What follows belongs to an exercise in optimizing a design on an open flow for a short achievable clock period and few clock cycles; a production flow would make more cautious choices.
In this exercise RTL edits were held to simulation tests only and were not proved equivalent to the original.

<file path="design/flow/design.v">
package cpu_pkg;
    localparam int DATA_W = 32;
    localparam int ADDR_W = 32;
    localparam int REG_AW = 5;
    localparam int PC_W   = 6;      
    localparam logic [5:0] OP_RTYPE = 6'h00;
    localparam logic [5:0] OP_ADDI  = 6'h08;
    localparam logic [5:0] OP_LW    = 6'h23;
    localparam logic [5:0] OP_SW    = 6'h2b;
    localparam logic [5:0] OP_BEQ   = 6'h04;
    localparam logic [5:0] OP_J     = 6'h02;
    localparam logic [5:0] FN_ADD = 6'h20;
    localparam logic [5:0] FN_SUB = 6'h22;
    localparam logic [5:0] FN_AND = 6'h24;
    localparam logic [5:0] FN_OR  = 6'h25;
    localparam logic [5:0] FN_SLT = 6'h2a;
    typedef enum logic [2:0] {
        ALU_ADD,
        ALU_SUB,
        ALU_AND,
        ALU_OR,
        ALU_SLT
    } alu_op_e;
endpackage
module fetch_stage #(
    parameter int IMEM_DEPTH = 64
) (
    input  logic                          clk,
    input  logic                          prog_we,
    input  logic [$clog2(IMEM_DEPTH)-1:0] prog_addr,
    input  logic [cpu_pkg::DATA_W-1:0]    prog_data,
    input  logic [7:0]                    sel_hi,    
    input  logic [7:0]                    sel_lo,    
    output logic [cpu_pkg::DATA_W-1:0]    word0,
    output logic [cpu_pkg::DATA_W-1:0]    rd0,
    output logic [cpu_pkg::DATA_W-1:0]    rd1,
    output logic                          j0,        
    output logic [$clog2(IMEM_DEPTH)-1:0] next0,
    output logic                          pair0,
    output logic                          skip0,
    output logic                          skip1
);
    localparam int AW = $clog2(IMEM_DEPTH);
    logic [cpu_pkg::DATA_W-1:0] imem [IMEM_DEPTH];
    logic [AW-1:0]              t_next [IMEM_DEPTH];
    logic [IMEM_DEPTH-1:0]      t_pair, t_skip;
    logic [IMEM_DEPTH-1:0] c_j, c_w, c_l, c_s, c_b, c_o1, c_o2;
    logic [4:0]            c_dest [IMEM_DEPTH];
    logic [5:0]            op;
    assign op = prog_data[31:26];
    always_ff @(posedge clk) begin
        if (prog_we) begin
            imem[prog_addr]   <= prog_data;
            c_j[prog_addr]    <= op == cpu_pkg::OP_J;
            c_w[prog_addr]    <= op == cpu_pkg::OP_RTYPE || op == cpu_pkg::OP_ADDI
                                 || op == cpu_pkg::OP_LW;
            c_l[prog_addr]    <= op == cpu_pkg::OP_LW;
            c_s[prog_addr]    <= op == cpu_pkg::OP_SW;
            c_b[prog_addr]    <= op == cpu_pkg::OP_BEQ;
            c_o1[prog_addr]   <= prog_data[15:0] == 16'd1;
            c_o2[prog_addr]   <= prog_data[15:0] == 16'd2;
            c_dest[prog_addr] <= (op == cpu_pkg::OP_RTYPE) ? prog_data[15:11] : prog_data[20:16];
        end
    end
    for (genvar i = 0; i < IMEM_DEPTH; i++) begin : g_tbl
        localparam int I1 = (i + 1) % IMEM_DEPTH;
        localparam int I2 = (i + 2) % IMEM_DEPTH;
        logic pair;
        assign pair = !c_j[i] && !c_j[I1] && !(c_w[i] && c_w[I1])
                      && !(c_s[i] && c_s[I1]) && !(c_b[i] && c_b[I1])
                      && !(c_w[i] && c_s[I1] && c_dest[i] == imem[I1][25:21]);
        always_ff @(posedge clk) begin
            t_pair[i] <= pair;
            t_skip[i] <= (c_o1[i] && !c_j[I1]) || (c_o2[i] && !c_j[I1] && !c_j[I2]);
            if (c_j[i]) begin
                t_next[i] <= imem[i][AW-1:0];
            end else if (pair) begin
                t_next[i] <= c_j[I2] ? imem[I2][AW-1:0] : AW'(I2);
            end else begin
                t_next[i] <= c_j[I1] ? imem[I1][AW-1:0] : AW'(I1);
            end
        end
    end
    assign word0 = imem[0];
    logic [IMEM_DEPTH-1:0] sel;
    for (genvar i = 0; i < IMEM_DEPTH; i++) begin : g_sel
        assign sel[i] = sel_hi[i / 8] & sel_lo[i % 8];
    end
    always_comb begin
        rd0   = '0;
        rd1   = '0;
        j0    = 1'b0;
        next0 = '0;
        pair0 = 1'b0;
        skip0 = 1'b0;
        skip1 = 1'b0;
        for (int i = 0; i < IMEM_DEPTH; i++) begin
            rd0   = rd0   | ({cpu_pkg::DATA_W{sel[i]}} & imem[i]);
            rd1   = rd1   | ({cpu_pkg::DATA_W{sel[i]}} & imem[(i + 1) % IMEM_DEPTH]);
            j0    = j0    | (sel[i] & c_j[i]);
            next0 = next0 | ({AW{sel[i]}} & t_next[i]);
            pair0 = pair0 | (sel[i] & t_pair[i]);
            skip0 = skip0 | (sel[i] & t_skip[i]);
            skip1 = skip1 | (sel[i] & t_skip[(i + 1) % IMEM_DEPTH]);
        end
    end
endmodule
module reg_file (
    input  logic                       clk,
    input  logic                       rst_n,
    input  logic [3:0][cpu_pkg::REG_AW-1:0] ra,
    input  logic [3:0][31:0]           ra_oh,        
    input  logic                       wb_en,
    input  logic [cpu_pkg::REG_AW-1:0] wb_addr,
    input  logic [cpu_pkg::DATA_W-1:0] wb_data,
    output logic [3:0][cpu_pkg::DATA_W-1:0] rd
);
    logic [cpu_pkg::DATA_W-1:0] regs [32];
    logic [31:0]                valid;
    always_ff @(posedge clk or negedge rst_n) begin
        if (!rst_n) begin
            valid <= '0;
        end else if (wb_en) begin
            valid[wb_addr] <= 1'b1;
        end
    end
    always_ff @(posedge clk) begin
        if (wb_en) begin
            regs[wb_addr] <= wb_data;
        end
    end
    for (genvar p = 0; p < 4; p++) begin : g_rd
        logic [cpu_pkg::DATA_W-1:0] q;
        always_comb begin
            q = '0;
            for (int i = 1; i < 32; i++) begin
                q = q | ({cpu_pkg::DATA_W{ra_oh[p][i] & valid[i]}} & regs[i]);
            end
        end
        assign rd[p] = (wb_en && wb_addr == ra[p]) ? wb_data : q;
    end
endmodule
module decode_stage (
    input  logic [31:0]                w,
    output logic                       is_j,
    output logic                       wr,
    output logic                       is_lw,
    output logic                       is_sw,
    output logic                       is_br,
    output logic                       alu_imm,
    output cpu_pkg::alu_op_e           alu_op,
    output logic [cpu_pkg::REG_AW-1:0] rs,
    output logic [cpu_pkg::REG_AW-1:0] rt,
    output logic [cpu_pkg::REG_AW-1:0] dest
);
    logic [5:0] opcode, funct;
    logic       rtype_ok;
    assign opcode = w[31:26];
    assign funct  = w[5:0];
    assign rs     = w[25:21];
    assign rt     = w[20:16];
    always_comb begin
        rtype_ok = 1'b1;
        alu_op   = cpu_pkg::ALU_ADD;
        case (funct)
            cpu_pkg::FN_ADD: alu_op = cpu_pkg::ALU_ADD;
            cpu_pkg::FN_SUB: alu_op = cpu_pkg::ALU_SUB;
            cpu_pkg::FN_AND: alu_op = cpu_pkg::ALU_AND;
            cpu_pkg::FN_OR:  alu_op = cpu_pkg::ALU_OR;
            cpu_pkg::FN_SLT: alu_op = cpu_pkg::ALU_SLT;
            default:         rtype_ok = 1'b0;
        endcase
        if (opcode != cpu_pkg::OP_RTYPE) alu_op = cpu_pkg::ALU_ADD;
    end
    assign dest    = (opcode == cpu_pkg::OP_RTYPE) ? w[15:11] : w[20:16];
    assign is_j    = opcode == cpu_pkg::OP_J;
    assign is_lw   = opcode == cpu_pkg::OP_LW && dest != '0;
    assign is_sw   = opcode == cpu_pkg::OP_SW;
    assign is_br   = opcode == cpu_pkg::OP_BEQ && w[15:0] != '0;
    assign alu_imm = opcode != cpu_pkg::OP_RTYPE;
    assign wr      = dest != '0 && ((opcode == cpu_pkg::OP_RTYPE && rtype_ok)
                                    || opcode == cpu_pkg::OP_ADDI || opcode == cpu_pkg::OP_LW);
endmodule
module execute_stage (
    input  logic                       is_and,
    input  logic                       is_or,
    input  logic                       is_slt,
    input  logic                       sub,        
    input  logic [cpu_pkg::DATA_W-1:0] a,
    input  logic [cpu_pkg::DATA_W-1:0] b,
    output logic [cpu_pkg::DATA_W-1:0] y
);
    localparam int W = cpu_pkg::DATA_W;
    logic          is_sum;
    logic [W-1:0]  bx;
    logic [W:0]    sum1;
    logic [W-1:0]  sum;
    logic          lt;
    assign is_sum = !is_and && !is_or && !is_slt;
    assign bx   = b ^ {W{sub}};
    assign sum1 = {a, 1'b1} + {bx, sub};    
    assign sum  = sum1[W:1];
    assign lt   = (a[W-1] ^ b[W-1]) ? a[W-1] : sum[W-1];
    assign y = ({W{is_sum}} & sum) | ({W{is_and}} & (a & b)) | ({W{is_or}} & (a | b))
             | {{(W-1){1'b0}}, is_slt & lt};
endmodule
module sum_decode (
    input  logic [7:0]  a,
    input  logic [7:0]  b,
    output logic [63:0] hit
);
    logic       cin2;
    logic [7:0] x;
    assign cin2 = (a[1] & b[1]) | ((a[1] ^ b[1]) & a[0] & b[0]);
    assign x    = a ^ b;
    for (genvar k = 0; k < 64; k++) begin : g_hit
        localparam logic [7:0] K = 8'(k << 2);
        logic [7:0] need;       
        logic [6:2] gen;        
        assign need = x ^ K;
        for (genvar i = 2; i < 7; i++) begin : g_bit
            assign gen[i] = x[i] ? ~K[i] : a[i];
        end
        assign hit[k] = (need[2] == cin2) && (gen[6:2] == need[7:3]);
    end
endmodule
module memory_stage #(
    parameter int DMEM_DEPTH = 64
) (
    input  logic                       clk,
    input  logic                       rst_n,
    input  logic [DMEM_DEPTH-1:0]      rrow,
    output logic [cpu_pkg::DATA_W-1:0] rdata,
    input  logic [DMEM_DEPTH-1:0]      wrow,
    input  logic [cpu_pkg::DATA_W-1:0] wdata
);
    logic [cpu_pkg::DATA_W-1:0] dmem [DMEM_DEPTH];
    logic [DMEM_DEPTH-1:0]      valid;
    always_ff @(posedge clk or negedge rst_n) begin
        if (!rst_n) begin
            valid <= '0;
        end else begin
            valid <= valid | wrow;
        end
    end
    for (genvar k = 0; k < DMEM_DEPTH; k++) begin : g_row
        always_ff @(posedge clk) begin
            if (wrow[k]) begin
                dmem[k] <= wdata;
            end
        end
    end
    always_comb begin
        rdata = '0;
        for (int k = 0; k < DMEM_DEPTH; k++) begin
            rdata = rdata | ({cpu_pkg::DATA_W{rrow[k] & valid[k]}} & dmem[k]);
        end
    end
endmodule
module pipelined_cpu #(
    parameter int IMEM_DEPTH = 64,
    parameter int DMEM_DEPTH = 64
) (
    input  logic                          clk,
    input  logic                          rst_n,
    input  logic                          run,
    input  logic                          prog_we,
    input  logic [$clog2(IMEM_DEPTH)-1:0] prog_addr,
    input  logic [cpu_pkg::DATA_W-1:0]    prog_data,
    output logic [cpu_pkg::ADDR_W-1:0]    pc,
    output logic [cpu_pkg::DATA_W-1:0]    inst,
    output logic                          wb_en,
    output logic [cpu_pkg::REG_AW-1:0]    wb_addr,
    output logic [cpu_pkg::DATA_W-1:0]    wb_data
);
    logic          w_en;
    logic [cpu_pkg::REG_AW-1:0] w_addr;
    logic [cpu_pkg::DATA_W-1:0] w_data;
    localparam int PW = cpu_pkg::PC_W;
    localparam int DW = cpu_pkg::DATA_W;
    localparam int RW = cpu_pkg::REG_AW;
    logic w_taken, e_taken;                 
    logic e_taken_a, e_taken_b;             
    logic d_taken, d_taken_a, d_taken_b;    
    logic [5:0] d_tgt;
    logic [DW-1:0] e_result;                
    logic kill_a, kill_b;                   
    logic [PW-1:0] w_br_tgt, e_bra_tgt, e_tgt;
    logic [PW-1:0] pc0;                     
    logic [7:0]    pc_hi, pc_lo;            
    logic [PW-1:0] pc_out;
    logic [DW-1:0] inst_out;
    logic [DW-1:0] wA, wB;
    logic [PW-1:0] f_next;
    logic          f_pair, f_skip0, f_skip1;
    logic          run_q, run_qq;           
    logic          tbl_ok;                  
    fetch_stage #(.IMEM_DEPTH(IMEM_DEPTH)) u_fetch (
        .clk, .prog_we, .prog_addr, .prog_data,
        .sel_hi(pc_hi), .sel_lo(pc_lo), .word0(imem0), .j0(f_j), .rd0(wA), .rd1(wB), .next0(f_next), .pair0(f_pair),
        .skip0(f_skip0), .skip1(f_skip1)
    );
    logic [DW-1:0] imem0, w0, fw;
    logic          w0_j, fw_j, f_j;
    assign w0   = (prog_we && prog_addr == '0) ? prog_data : imem0;
    assign fw   = run ? wA : w0;
    assign w0_j = w0[31:26] == cpu_pkg::OP_J;
    assign fw_j = run ? f_j : w0_j;
    always_ff @(posedge clk or negedge rst_n) begin
        if (!rst_n) begin
            run_q  <= 1'b0;
            run_qq <= 1'b0;
        end else begin
            run_q  <= run;
            run_qq <= run_q;
        end
    end
    assign tbl_ok = run_q;
    logic [PW-1:0] pc_nx;                   
    assign pc_nx = f_j ? wA[PW-1:0] : pc0 + PW'(1);
    function automatic logic [7:0] dec3(input logic [2:0] a);
        dec3 = 8'd1 << a;
    endfunction
    always_ff @(posedge clk) begin
        if (!run) begin
            pc_hi <= 8'd1;
            pc_lo <= w0_j ? 8'd1 : 8'd2;
        end else if (w_taken) begin
            pc_hi <= dec3(w_br_tgt[5:3]);
            pc_lo <= dec3(w_br_tgt[2:0]);
        end else if (e_taken_a) begin
            pc_hi <= dec3(e_bra_tgt[5:3]);
            pc_lo <= dec3(e_bra_tgt[2:0]);
        end else if (e_taken_b) begin
            pc_hi <= dec3(e_brb_tgt[5:3]);
            pc_lo <= dec3(e_brb_tgt[2:0]);
        end else if (d_taken) begin
            pc_hi <= dec3(d_tgt[5:3]);
            pc_lo <= dec3(d_tgt[2:0]);
        end else if (d_stall) begin
            pc_hi <= dec3(d_pc0[5:3]);
            pc_lo <= dec3(d_pc0[2:0]);
        end else if (!tbl_ok) begin
            pc_hi <= dec3(pc_nx[5:3]);
            pc_lo <= dec3(pc_nx[2:0]);
        end else begin
            pc_hi <= dec3(f_next[5:3]);
            pc_lo <= dec3(f_next[2:0]);
        end
    end
    always_ff @(posedge clk) begin
        if (!run) begin
            pc0 <= w0_j ? PW'(0) : PW'(1);
        end else if (w_taken) begin
            pc0 <= w_br_tgt;
        end else if (e_taken_a) begin
            pc0 <= e_bra_tgt;
        end else if (e_taken_b) begin
            pc0 <= e_brb_tgt;
        end else if (d_taken) begin
            pc0 <= d_tgt;
        end else if (d_stall) begin
            pc0 <= d_pc0;
        end else if (!tbl_ok) begin
            pc0 <= pc_nx;
        end else begin
            pc0 <= f_next;
        end
    end
    always_ff @(posedge clk or negedge rst_n) begin
        if (!rst_n) begin
            pc_out <= '0;
        end else if (!run) begin
            pc_out <= '0;
        end else begin
            pc_out <= pc0;
        end
    end
    always_ff @(posedge clk) begin
        inst_out <= fw;
    end
    assign pc   = {{(cpu_pkg::ADDR_W - PW - 2){1'b0}}, pc_out, 2'b00};
    assign inst = inst_out;
    logic          d_v, d_pair, d_askip, d_bskip;
    logic          d_stall;                 
    logic          d_xina, d_sina;          
    logic [DW-1:0] d_wA, d_wB;
    logic [PW-1:0] d_pc0, d_pc1;
    logic [3:0][31:0] d_ra_oh;              
    always_ff @(posedge clk or negedge rst_n) begin
        if (!rst_n) begin
            d_v <= 1'b0;
        end else begin
            d_v <= !fw_j && !d_stall && !w_taken && !e_taken && !d_taken;
        end
    end
    always_ff @(posedge clk) begin
        d_wA    <= fw;
        d_wB    <= wB;
        d_pair  <= f_pair && tbl_ok;
        d_pc0   <= run ? pc0 : PW'(0);
        d_pc1   <= run ? pc0 + 1'b1 : PW'(1);
        d_askip <= f_skip0 && tbl_ok;
        d_bskip <= f_skip1;
        d_xina  <= fw[31:26] == cpu_pkg::OP_RTYPE || fw[31:26] == cpu_pkg::OP_ADDI
                   || fw[31:26] == cpu_pkg::OP_LW;
        d_sina  <= fw[31:26] == cpu_pkg::OP_SW;
        d_ra_oh <= {32'd1 << wB[20:16], 32'd1 << wB[25:21], 32'd1 << fw[20:16], 32'd1 << fw[25:21]};
    end
    logic             a_wr, a_lw, a_sw, a_br, a_imm, a_jx;
    logic             b_wr, b_lw, b_sw, b_br, b_imm, b_jx;
    cpu_pkg::alu_op_e a_op, b_op;
    logic [RW-1:0]    a_rs, a_rt, a_dest, b_rs, b_rt, b_dest;
    decode_stage u_dec_a (.w(d_wA), .is_j(a_jx), .wr(a_wr), .is_lw(a_lw), .is_sw(a_sw),
                          .is_br(a_br), .alu_imm(a_imm), .alu_op(a_op), .rs(a_rs), .rt(a_rt),
                          .dest(a_dest));
    decode_stage u_dec_b (.w(d_wB), .is_j(b_jx), .wr(b_wr), .is_lw(b_lw), .is_sw(b_sw),
                          .is_br(b_br), .alu_imm(b_imm), .alu_op(b_op), .rs(b_rs), .rt(b_rt),
                          .dest(b_dest));
    logic a_skip, b_skip;
    assign a_skip = d_askip;
    assign b_skip = d_bskip;
    logic [3:0][RW-1:0] rf_ra;
    logic [3:0][DW-1:0] rf_rd;
    assign rf_ra[0] = a_rs;
    assign rf_ra[1] = a_rt;
    assign rf_ra[2] = b_rs;
    assign rf_ra[3] = b_rt;
    reg_file u_reg_file (
        .clk, .rst_n, .ra(rf_ra), .ra_oh(d_ra_oh), .wb_en(w_en), .wb_addr(w_addr), .wb_data(w_data), .rd(rf_rd)
    );
    logic          x_in_a, s_in_a;               
    logic [RW-1:0] x_rs, x_rt, s_rs, s_rt;
    logic [DW-1:0] x_imm;
    logic          x_use_imm;
    assign x_in_a    = d_xina;
    assign s_in_a    = d_sina;
    assign x_rs      = x_in_a ? a_rs : b_rs;
    assign x_rt      = x_in_a ? a_rt : b_rt;
    assign x_use_imm = x_in_a ? a_imm : b_imm;
    assign x_imm     = x_in_a ? {{16{d_wA[15]}}, d_wA[15:0]} : {{16{d_wB[15]}}, d_wB[15:0]};
    assign s_rs      = s_in_a ? a_rs : b_rs;
    assign s_rt      = s_in_a ? a_rt : b_rt;
    logic [DW-1:0] x_a_val, x_b_val, s_a_val, s_b_val;
    assign x_a_val = x_in_a ? rf_rd[0] : rf_rd[2];
    assign x_b_val = x_use_imm ? x_imm : (x_in_a ? rf_rd[1] : rf_rd[3]);
    assign s_a_val = s_in_a ? rf_rd[0] : rf_rd[2];
    assign s_b_val = s_in_a ? rf_rd[1] : rf_rd[3];
    logic                    e_v, e_pair;
    logic                    e_wr_v, e_wr_b, e_lw;
    cpu_pkg::alu_op_e        x_op;
    logic                    e_is_and, e_is_or, e_is_slt, e_alu_sub, e_xsub;
    logic [RW-1:0]           e_dest;
    logic [DW-1:0]           e_xa, e_xb;
    logic                    f_xa, f_xb;
    logic                    e_st_v, e_st_b;
    logic [7:0]              e_st_off;
    logic [DW-1:0]           e_sa, e_sb;
    logic                    e_st_od;                
    logic                    e_bra_v, e_bra_skip;
    logic [1:0]              e_bra_k;
    logic [DW-1:0]           e_ba, e_bb;
    logic                    e_brb_v, e_brb_oa, e_brb_ob, e_brb_skip;
    logic [1:0]              e_brb_k;
    logic [PW-1:0]           e_brb_tgt;
    logic                    e_brb_early;            
    logic [DW-1:0]           e_ca, e_cb;
    logic                    wb_en_d;                
    logic d_ok;       
    assign d_ok = d_v && run && !w_taken && !e_taken && !d_stall;
    logic          x_lw, x_valid;
    logic          e_addlike;
    assign x_lw    = x_in_a ? a_lw : b_lw;
    assign x_op    = x_in_a ? a_op : b_op;
    assign x_valid = a_wr || (d_pair && b_wr);
    assign d_stall = d_v && x_valid && x_lw && e_wr_v && !e_addlike && e_dest == x_rs;
    function automatic logic fwd_match(input logic [RW-1:0] r, input logic [RW-1:0] d,
                                       input logic en);
        fwd_match = en && r == d;
    endfunction
    function automatic logic sum_eq(input logic [DW-1:0] a, input logic [DW-1:0] b,
                                    input logic [DW-1:0] k);
        logic [DW-1:0] x, g;
        x = a ^ b ^ k;
        for (int i = 0; i < DW; i++) g[i] = (a[i] ^ b[i]) ? ~k[i] : a[i];
        sum_eq = !x[0] && g[DW-2:0] == x[DW-1:1];
    endfunction
    function automatic logic em(input logic [RW-1:0] r);
        em = e_wr_v && e_dest == r;
    endfunction
    logic d_go, dr_a_ok, dr_b_ok, dr_b_own_s, dr_b_own_t, dr_b_eq;
    assign d_go    = d_v && run && !d_stall && skip_nx == 2'd0 && !(e_brb_v && e_brb_skip);
    assign dr_a_ok = a_br && !a_skip && !em(a_rs) && !em(a_rt);
    assign dr_b_own_s = a_wr && a_dest == b_rs;
    assign dr_b_own_t = a_wr && a_dest == b_rt;
    always_comb begin
        if (dr_b_own_s && dr_b_own_t) begin
            dr_b_ok = d_wA[31:26] == cpu_pkg::OP_ADDI;
            dr_b_eq = 1'b1;
        end else if (dr_b_own_s || dr_b_own_t) begin
            dr_b_ok = d_wA[31:26] == cpu_pkg::OP_ADDI && !em(a_rs)
                      && !em(dr_b_own_s ? b_rt : b_rs);
            dr_b_eq = sum_eq(rf_rd[0], {{16{d_wA[15]}}, d_wA[15:0]},
                             dr_b_own_s ? rf_rd[3] : rf_rd[2]);
        end else begin
            dr_b_ok = !em(b_rs) && !em(b_rt);
            dr_b_eq = rf_rd[2] == rf_rd[3];
        end
    end
    assign d_taken_a = d_go && dr_a_ok && rf_rd[0] == rf_rd[1];
    assign d_taken_b = d_go && d_pair && b_br && !b_skip && dr_b_ok && dr_b_eq;
    assign d_taken   = d_taken_a || d_taken_b;
    assign d_tgt     = d_taken_a ? d_pc1 + d_wA[PW-1:0] : d_pc1 + PW'(1) + d_wB[PW-1:0];
    assign f_xa = fwd_match(x_rs, e_dest, wb_en_d);
    assign f_xb = fwd_match(x_rt, e_dest, wb_en_d) && !x_use_imm;
    always_ff @(posedge clk or negedge rst_n) begin
        if (!rst_n) begin
            e_v     <= 1'b0;
            e_wr_v  <= 1'b0;
            e_st_v  <= 1'b0;
            e_bra_v <= 1'b0;
            e_brb_v <= 1'b0;
        end else begin
            e_v     <= d_ok;
            e_wr_v  <= d_ok && (a_wr || (d_pair && b_wr && !d_taken_a));
            e_st_v  <= d_ok && (a_sw || (d_pair && b_sw && !d_taken_a));
            e_bra_v <= d_ok && a_br && !d_taken_a;
            e_brb_v <= d_ok && d_pair && b_br && !d_taken_b;
        end
    end
    always_ff @(posedge clk) begin
        e_pair     <= d_pair;
        e_wr_b     <= !x_in_a;
        e_lw       <= x_lw;
        e_addlike  <= !x_lw && ((x_in_a ? a_op : b_op) == cpu_pkg::ALU_ADD
                                || (x_in_a ? a_op : b_op) == cpu_pkg::ALU_SUB);
        e_is_and   <= x_op == cpu_pkg::ALU_AND;
        e_is_or    <= x_op == cpu_pkg::ALU_OR;
        e_is_slt   <= x_op == cpu_pkg::ALU_SLT;
        e_alu_sub  <= x_op == cpu_pkg::ALU_SUB || x_op == cpu_pkg::ALU_SLT;
        e_xsub     <= x_op == cpu_pkg::ALU_SUB;
        e_dest     <= x_in_a ? a_dest : b_dest;
        e_xa       <= f_xa ? e_result : x_a_val;
        e_xb       <= f_xb ? e_result : x_b_val;
        e_st_b     <= !s_in_a;
        e_st_off   <= s_in_a ? d_wA[7:0] : d_wB[7:0];
        e_sa       <= fwd_match(s_rs, e_dest, wb_en_d) ? e_result : s_a_val;
        e_sb       <= fwd_match(s_rt, e_dest, wb_en_d) ? e_result : s_b_val;
        e_st_od    <= !s_in_a && a_wr && a_dest == b_rt;
        e_bra_tgt  <= d_pc1 + d_wA[PW-1:0];
        e_bra_skip <= a_skip;
        e_bra_k    <= d_wA[1:0];
        e_ba       <= fwd_match(a_rs, e_dest, wb_en_d) ? e_result : rf_rd[0];
        e_bb       <= fwd_match(a_rt, e_dest, wb_en_d) ? e_result : rf_rd[1];
        e_brb_tgt  <= d_pc1 + PW'(1) + d_wB[PW-1:0];
        e_brb_skip <= b_skip;
        e_brb_k    <= d_wB[1:0];
        e_ca       <= fwd_match(b_rs, e_dest, wb_en_d) ? e_result : rf_rd[2];
        e_cb       <= fwd_match(b_rt, e_dest, wb_en_d) ? e_result : rf_rd[3];
        e_brb_oa   <= a_wr && a_dest == b_rs;
        e_brb_ob   <= a_wr && a_dest == b_rt;
        e_brb_early <= !b_skip && !(a_wr && (a_dest == b_rs || a_dest == b_rt));
    end
    logic [DW-1:0] xa, xb, sa, sb, ca, cb;
    assign xa = e_xa;
    assign xb = e_xb;
    assign sa = e_sa;
    assign sb = e_sb;
    assign ca = e_ca;
    assign cb = e_cb;
    logic eq_a, eq_c;
    assign eq_a = e_ba == e_bb;
    assign eq_c = e_ca == e_cb;
    logic [DW-1:0] alu_y, ld_data;
    execute_stage u_alu (.is_and(e_is_and), .is_or(e_is_or), .is_slt(e_is_slt),
                         .sub(e_alu_sub), .a(xa), .b(xb), .y(alu_y));
    logic [5:0]    ld_addr;
    logic [DW-1:0] dm_rdata;
    logic          w_st_v;
    logic [5:0]    w_st_addr;
    logic [63:0]   w_st_row, ld_row, st_row, st_wrow;
    logic [7:0]    st_sum;
    logic [DW-1:0] st_data;
    logic [7:0]  pre_b, pre_s, pre_c2, pre_sum;
    logic [6:0]  pre_c;
    logic [63:0] pre_row;
    logic [63:0] e_row;
    logic [5:0]  e_ld_addr;
    assign pre_b   = e_xsub ? ~xb[7:0] : xb[7:0];
    assign pre_s   = xa[7:0] ^ pre_b ^ x_imm[7:0];
    assign pre_c   = (xa[6:0] & pre_b[6:0]) | (xa[6:0] & x_imm[6:0]) | (pre_b[6:0] & x_imm[6:0]);
    assign pre_c2  = {pre_c, e_xsub};
    assign pre_sum = pre_s + pre_c2;
    sum_decode u_pre_dec (.a(pre_s), .b(pre_c2), .hit(pre_row));
    logic [7:0]  ld_sum_d;
    logic [7:0]  ld_base_d, ld_off_d;
    logic [63:0] row_d;
    assign ld_base_d = d_xina ? rf_rd[0][7:0] : rf_rd[2][7:0];
    assign ld_off_d  = d_xina ? d_wA[7:0] : d_wB[7:0];
    assign ld_sum_d  = ld_base_d + ld_off_d;
    sum_decode u_ld_dec (.a(ld_base_d), .b(ld_off_d), .hit(row_d));
    always_ff @(posedge clk) begin
        e_row     <= f_xa ? pre_row : row_d;
        e_ld_addr <= f_xa ? pre_sum[7:2] : ld_sum_d[7:2];
    end
    assign ld_row  = e_row;
    assign ld_addr = e_ld_addr;
    sum_decode u_st_dec (.a(sa[7:0]), .b(e_st_off), .hit(st_row));
    assign st_sum = sa[7:0] + e_st_off;
    memory_stage #(.DMEM_DEPTH(DMEM_DEPTH)) u_memory (
        .clk, .rst_n, .rrow(ld_row), .rdata(dm_rdata), .wrow(st_wrow), .wdata(st_data)
    );
    logic ld_hit_e;
    assign ld_hit_e = e_st_v && !e_st_b && e_wr_b && e_lw && !kill_a && st_sum[7:2] == ld_addr;
    assign ld_data  = ld_hit_e ? sb
                    : (w_st_v && w_st_addr == ld_addr) ? st_data : dm_rdata;
    assign e_result = e_lw ? ld_data : alu_y;
    logic       w_skip;
    logic [1:0] w_br_k, skip_cnt, n_kill, skip_nx;
    assign n_kill = w_skip ? w_br_k : skip_cnt;
    assign kill_a = n_kill != 2'd0;
    logic e_res, e_skip;
    assign e_res     = e_bra_v && !kill_a && !w_taken && eq_a;
    assign e_taken_a = e_res && !e_bra_skip;
    assign e_skip    = e_res && e_bra_skip;
    assign kill_b    = n_kill[1] || e_res;
    logic          e_brb_done, eq_b;
    assign eq_b   = eq_c;
    assign e_brb_done = e_brb_v && e_brb_early && !kill_a;
    assign e_taken_b  = e_brb_done && !w_taken && eq_b;
    assign e_taken = e_taken_a || e_taken_b;
    assign e_tgt   = e_taken_b ? e_brb_tgt : e_bra_tgt;
    always_comb begin
        if (!run || w_taken || e_taken) begin
            skip_nx = 2'd0;
        end else if (e_skip) begin
            skip_nx = e_bra_k - {1'b0, e_pair};
        end else if (!e_v || n_kill == 2'd0) begin
            skip_nx = n_kill;
        end else if (e_pair || n_kill == 2'd1) begin
            skip_nx = 2'd0;
        end else begin
            skip_nx = 2'd1;
        end
    end
    assign wb_en_d = e_wr_v && !w_taken && !(e_wr_b ? kill_b : kill_a);
    logic [DW-1:0] w_st_data;
    logic          w_st_od;
    logic          w_br_v, w_br_oa, w_br_ob, w_br_skip;
    logic [DW-1:0] w_br_a, w_br_b;
    always_ff @(posedge clk or negedge rst_n) begin
        if (!rst_n) begin
            w_en    <= 1'b0;
            w_st_v   <= 1'b0;
            w_br_v   <= 1'b0;
            skip_cnt <= 2'd0;
        end else begin
            w_en  <= wb_en_d;
            w_st_v <= e_st_v && !w_taken && !(e_st_b ? kill_b : kill_a);
            w_br_v <= e_brb_v && !w_taken && !kill_b && !e_brb_done;
            skip_cnt <= skip_nx;
        end
    end
    always_ff @(posedge clk or negedge rst_n) begin
        if (!rst_n) begin
            wb_en <= 1'b0;
        end else begin
            wb_en <= wb_en_d && run;
        end
    end
    always_ff @(posedge clk) begin
        wb_addr <= e_wr_v ? e_dest : '0;
        wb_data <= e_wr_v ? e_result : '0;
    end
    always_ff @(posedge clk) begin
        w_addr   <= e_dest;
        w_data   <= e_result;
        w_st_row  <= st_row;
        w_st_addr <= st_sum[7:2];
        w_st_data <= sb;
        w_st_od   <= e_st_od && wb_en_d;
        w_br_a    <= ca;
        w_br_b    <= cb;
        w_br_oa   <= e_brb_oa && wb_en_d;
        w_br_ob   <= e_brb_ob && wb_en_d;
        w_br_tgt  <= e_brb_tgt;
        w_br_skip <= e_brb_skip;
        w_br_k    <= e_brb_k;
    end
    logic [DW-1:0] br_a, br_b;
    logic          w_eq;
    assign st_wrow = w_st_v ? w_st_row : '0;
    assign st_data = w_st_od ? w_data : w_st_data;
    assign br_a    = w_br_oa ? w_data : w_br_a;
    assign br_b    = w_br_ob ? w_data : w_br_b;
    assign w_eq    = br_a == br_b;
    assign w_taken = w_br_v && w_eq && !w_br_skip;
    assign w_skip  = w_br_v && w_eq && w_br_skip;
endmodule
</file>
<file path="design/flow/config.mk">
export PLATFORM = sky130hd
export DESIGN_NAME = pipelined_cpu
export DESIGN_NICKNAME = pipelined_cpu
export VERILOG_FILES = /design/flow/design.v
export SDC_FILE = /design/flow/constraint.sdc
export NUM_CORES = 8
export LEC_CHECK = 0
export ABC_CLOCK_PERIOD_IN_PS = 2500
export CAP_MARGIN = 20
export CORE_MARGIN = 2
export CORE_UTILIZATION = 37
export GPL_ROUTABILITY_DRIVEN = 1
export SETUP_SLACK_MARGIN = 4.8
export SLEW_MARGIN = 20
export TNS_END_PERCENT = 100
</file>
<file path="design/flow/constraint.sdc">
create_clock -name core_clock -period 8.0 [get_ports {clk}]
set_input_delay 1.6000 -clock core_clock [delete_from_list [all_inputs] [get_ports {clk}]]
set_output_delay 1.6000 -clock core_clock [all_outputs]
set_load 0.01 [all_outputs]
</file>
<file path="design/flow/run.sh">
#!/bin/bash
# synth_recipe.tcl (not shown) runs the flow's synth.tcl, then flattens the netlist and writes it again
# the make line also repeats each setting of config.mk as NAME=value (left out here)
make -C /OpenROAD-flow-scripts/flow DESIGN_CONFIG=/design/flow/config.mk WORK_HOME=/design/flow/orfs CLKGATE_MAP_FILE= SYNTH_SCRIPT=/design/flow/synth_recipe.tcl finish
</file>
==> metrics.md <==
| Metric | Value |
|---|---|
| Yosys warns | `7` |
| FF+latch count, synth | `7244` |
| Cell count after synthesis | `22695` |
| Synth Area in XOR/XNOR | `2.34%` |
| DP HPWL | `1370000 µm` |
| Port bufs | `117` |
| Status | `aborted with a tool error` |
| Mapped Avg Cell Area | `13.4 µm²` |
| Failing step | `global routing (5_1_grt)` |
| Mapped cell area | `304000 µm²` |
| Ys async rst share | `1.57%` |
| Largest family of logic cells by synthesized area | `compound AO/OA/AOI/OAI gates` |
| Largest cells by area after synthesis | `edfxtp_1, dfxtp_1, a22oi_1` |
| Register area share after synthesis | `67.0%` |
| Adder-cell share of the synthesized area | `0.522%` |
| FP Rows | `332` |
| Post-synthesis simple-gate area fraction | `8.41%` |
| Error | `[ERROR GRT-0232] Routing congestion too high. Check the congestion heatmap in the GUI.` |
| Complex-gate fraction of the synthesized area | `18.2%` |
| Die Ht | `910 µm` |
| Die width | `910 µm` |
| Grt ovf | `1` |
| CTS sink cnt | `7244` |
| Synth cell types | `94` |
| Mux share of post-synthesis cell area | `1.05%` |
| Initial Util | `37.1%` |
| Yosys top cell by area | `edfxtp_1` |
| Root buffer cell | `clkbuf_16` |
| Main synth FF type | `edfxtp_1` |
| Total GRT Usage | `52.5%` |
| Largest net degree at the start of global routing | `83` |
| Cts bufs inserted | `779` |
| Hold-fix buffer count after cts | `0` |
| Post-synth top area share | `57.3%` |
| IO Count | `144` |
| Htree depth | `6` |
| EDFF count, synth | `5792` |
| Longest Clk Path Bufs | `4` |
| RePlAce Congestion | `1.12` |
[cells by family after synthesis]
logic type,Yosys count
compound gates,7210
xor+xnor,809
fa+ha+maj,124
buf+inv,1944
flops,7244
mux,299
other cells,1
simple gates,5064
[through the flow]
stage	util (%)	setup WS, ns	hold WS (ns)	instances	cell area, µm²
global placement	40.1	0.330	0.314	33276	328000
floorplan	-	3.04	0.310	22720	309000
detailed placement	40.1	0.513	0.314	33292	328000
CTS	45.2	2.33	0.327	35633	370000
[synth_stat cells (all sizes together), types with 35 or more instances]
cell,instances
a2111oi,40
a211o,35
a211oi,58
a21boi,75
a21o,69
a21oi,329
a221oi,1419
a222oi,141
a22o,1428
a22oi,2314
a31oi,155
a32oi,83
and2,421
and3,269
and4,72
buf,378
clkbuf,1370
dfrtp,114
dfxtp,1338
edfxtp,5792
ha,101
inv,190
mux2,139
mux2i,158
nand2,1541
nand2b,74
nand3,313
nand4,811
nor2,848
nor2b,54
nor3,170
nor4,248
o21ai,798
o21bai,41
o22ai,79
o32ai,37
or2,82
or4,82
xnor2,360
xor2,449
[layer usage]
| layer | GRT overflow | track usage, % |
|---|---|---|
| met5 | 0 | 6.10 |
| met4 | 0 | 44.0 |
| met3 | 0 | 32.6 |
| met2 | 1 | 67.5 |
| met1 | 0 | 60.2 |
[how the worst max path moves through the flow]
stage | to | slack, ns
2_1_floorplan | pc_hi[0] | 3.04
3_3_place_gp | pc_lo[5] | 0.33
3_5_place_dp | pc_hi[4] | 0.51
4_1_cts | pc_lo[6] | 2.33
[power groups by stage]
stage,combinational (mW),sequential (mW),clock [mW]
CTS,25.8,45.7,37.6
detailed placement,21.6,46.7,0
global placement,21.7,46.7,0
floorplan,10.2,45.1,0
[repair_timing]
| item | in CTS |
|---|---|
| buffers inserted | 822 |
| setup endpoints to repair | 3990 |
| pin swaps | 389 |
| resized for setup | 1892 |
| cloned | 71 |
Testbench counts, summed over its fixed seeds: cycles 9,697.
